Background: an optimization exercise with open tools, aiming at small area and a short achievable clock period. Do not read the settings as production practice.
Function was checked by simulation only, so behaviour that the tests miss may differ from the original.
Power and IR drop assume default switching activity.

== job 4593 ==
// ex_stage_top
module ex_stage_top (
	input  logic         clk,
	input  logic         rst,           
	input  logic [3:0]   dec_valid,
	input  logic [127:0] dec_pc,
	input  logic [127:0] dec_ins,
	input  logic [127:0] dec_op1,
	input  logic [127:0] dec_op2,
	input  logic [8:0]   dispatch_sel,  
	output logic [3:0]   wb_wen,
	output logic [19:0]  wb_rd,
	output logic [127:0] wb_data,
	output logic [3:0]   jump_en,
	output logic [127:0] jump_addr
);
	logic [3:0] issue;
	always_comb begin
		issue = '0;
		for (int l = 0; l < 3; l++) begin
			if (dispatch_sel[3*l +: 3] != 3'd4) issue[dispatch_sel[3*l +: 2]] = 1'b1;
		end
	end
	for (genvar t = 0; t < 4; t++) begin : g_thread
		ex_thread i_thread (
			.clk       (clk),
			.rst       (rst),
			.issue     (issue[t]),
			.dec_valid (dec_valid[t]),
			.dec_pc    (dec_pc[32*t +: 32]),
			.dec_ins   (dec_ins[32*t +: 32]),
			.dec_op1   (dec_op1[32*t +: 32]),
			.dec_op2   (dec_op2[32*t +: 32]),
			.wb_wen    (wb_wen[t]),
			.wb_rd     (wb_rd[5*t +: 5]),
			.wb_data   (wb_data[32*t +: 32]),
			.jump_en   (jump_en[t]),
			.jump_addr (jump_addr[32*t +: 32])
		);
	end
endmodule
Size in the first run: about 0.092 sq mm of cells after synthesis.
clock: 12.0 ns
lec_check: 0
cap_margin: 35
core_margin: 2
core_utilization: 30
cts_buf_list: sky130_fd_sc_hd__clkbuf_16
cts_cluster_diameter: 105
cts_cluster_size: 27
place_density: 0.45
setup_slack_margin: 0.4
slew_margin: 35
synth_hierarchical: 1
standard.sh (not shown) runs the stock make flow with config.mk's settings and CLKGATE_MAP_FILE= SYNTH_SCRIPT=/design/flow/synth_recipe.tcl, a recipe that flattens the netlist after the stock synthesis.
==> flow/flow/run.sh <==
#!/bin/bash
# Standard synthesis, then the standard flow's own layout with two changes: port buffers
# of a plain buffer cell (not the slow delay buffer buffer_ports picks by
# itself), and timing repair aimed at a tighter setup margin.
set -euo pipefail
bash standard.sh synth > synth.log 2>&1
bash standard.sh finish SETUP_SLACK_MARGIN=7.0 "BUFFER_PORTS_ARGS=-buffer_cell sky130_fd_sc_hd__buf_1" > layout.log 2>&1
What job 2450 does differently from job 4593 at the input level:
-- flow/flow/run.sh --
<<< job 4593, line 5
set -euo pipefail
bash standard.sh synth > synth.log 2>&1
bash standard.sh finish SETUP_SLACK_MARGIN=7.0 "BUFFER_PORTS_ARGS=-buffer_cell sky130_fd_sc_hd__buf_1" > layout.log 2>&1
>>> job 2450, line 5
set -euo pipefail
bash standard.sh synth > synth.log 2>&1
bash standard.sh finish SETUP_SLACK_MARGIN=7.3 "BUFFER_PORTS_ARGS=-buffer_cell sky130_fd_sc_hd__buf_1" > layout.log 2>&1
==> notes.md <==
Job 2450 finished every step from synthesis to the final layout, and the layout passed the timing, design-rule and antenna checks.
Wire length on met3 (higher): job 2450
Summary of the comparison: met3 track demand over resource is higher in job 2450, relative to job 4593.
The total number of multi-input combinational cells on job 4593 is in line with that on job 2450.
Wire length of the first global-routing pass essentially unchanged between job 2450 and job 4593.
Between job 4593 and job 2450, the portion of the clock cycle consumed by the worst path in the final layout does not differ in any meaningful way.
Job 2450 ends up with a clock skew that is 0.015 ns higher than in job 4593.
Setup slack: job 2450 less than job 4593
For job 7024, these inputs were changed with respect to job 2450:
- PLACE_DENSITY now 0.6, was 0.45
- CTS_CLUSTER_SIZE now 24, was 27
- CTS_CLUSTER_DIAMETER now 95, was 105
-- flow/flow/run.sh --
<<< job 2450, line 5
set -euo pipefail
bash standard.sh synth > synth.log 2>&1
bash standard.sh finish SETUP_SLACK_MARGIN=7.3 "BUFFER_PORTS_ARGS=-buffer_cell sky130_fd_sc_hd__buf_1" > layout.log 2>&1
>>> job 7024, line 5
set -euo pipefail
bash standard.sh synth > synth.log 2>&1
bash standard.sh finish SETUP_SLACK_MARGIN=7.0 "BUFFER_PORTS_ARGS=-buffer_cell sky130_fd_sc_hd__buf_1" > layout.log 2>&1
Findings:
[job 7024] post-synthesis to final-layout area growth fell 3.6 points relative to job 2450. Net count of the finished layout shrinks slightly when moving from job 2450 to job 7024. Of job 2450 and job 7024, job 7024 shows the lower placed instance area, with job 2450 above it. Job 7024 vs job 2450 on register-to-register slack: job 7024 is the lower one. Setup slack down 0.019 ns in job 7024 wrt job 2450. The switching power reported for job 7024 is smaller than that of job 2450 by about 9%. Compared with job 2450, in job 7024 part of the power in combinational logic went down 1.7 points; number of vias after detailed routing lower. Total stage count of the critical path delta for job 7024 relative to job 2450: 2 higher. [compare] base=job 2450 new=job 7024: utilization went down by 1.1 points; design internal power went down by 6.2%.
[inputs] job 9015 vs job 7024
- CTS_CLUSTER_DIAMETER: 95 -> 80
- CTS_CLUSTER_SIZE: 24 -> 20
- PLACE_DENSITY: 0.6 -> 0.45
-- flow/flow/run.sh --
<<< job 7024, line 5
set -euo pipefail
bash standard.sh synth > synth.log 2>&1
bash standard.sh finish SETUP_SLACK_MARGIN=7.0 "BUFFER_PORTS_ARGS=-buffer_cell sky130_fd_sc_hd__buf_1" > layout.log 2>&1
>>> job 9015, line 5
set -euo pipefail
bash standard.sh synth > synth.log 2>&1
bash standard.sh finish SETUP_SLACK_MARGIN=7.0 "BUFFER_PORTS_ARGS=-buffer_cell sky130_fd_sc_hd__buf_2" > layout.log 2>&1
## What came out
The post-placement setup slack number comes out higher for job 7024 vs job 9015.
Delta (job 9015 minus job 7024): first-iteration DRC count decreased by about 11% relative to the old numbers, utilization of the core after routing up 0.61 points, routed length on met3 -about 10%, worst hold slack across all endpoints went down, number of post-CTS setup repair buffers decreased by about 9% relative to the old numbers.
Taking job 7024 as the reference, in job 9015 power attributed to the clock group went up by 30%, number of standard cells in the layout, taps in and fillers out stayed essentially flat, total via count in the routed design went up by 258, largest net degree at the start of global routing lost 4, core area was more or less identical.

-- re-timing with driven ports --
In the flow no input, the clock included, has a driving cell. The finished layouts below were timed again as built, in two steps. Step 1 assumes that a clkbuf_16 drives the clock port and a buf_2 every other input. Step 2 also shifts input and output timing later by t, the mid clock arrival at the registers, as if the neighbouring blocks saw the same clock. Slacks: ideal ports / drivers / drivers and shift; pairs: ideal ports / drivers.
| run | shift t [ns] | slack for setup (ns) | worst setup path at the end |
|---|---|---|---|
| job 4593 | 0.950 | 6.826 / 6.730 / 6.084 | input to register |
| job 2450 | 0.968 | 6.810 / 6.702 / 6.278 | input to register |
| job 7024 | 0.925 | 6.791 / 6.699 / 6.248 | input to register |
| job 9015 | 0.918 | 6.894 / 6.803 / 6.104 | input to register |
After both steps every run listed still meets setup and hold. For job 9015, which loses most, drivers alone change the setup slack by -0.091 ns; drivers and shift together by -0.790 ns.
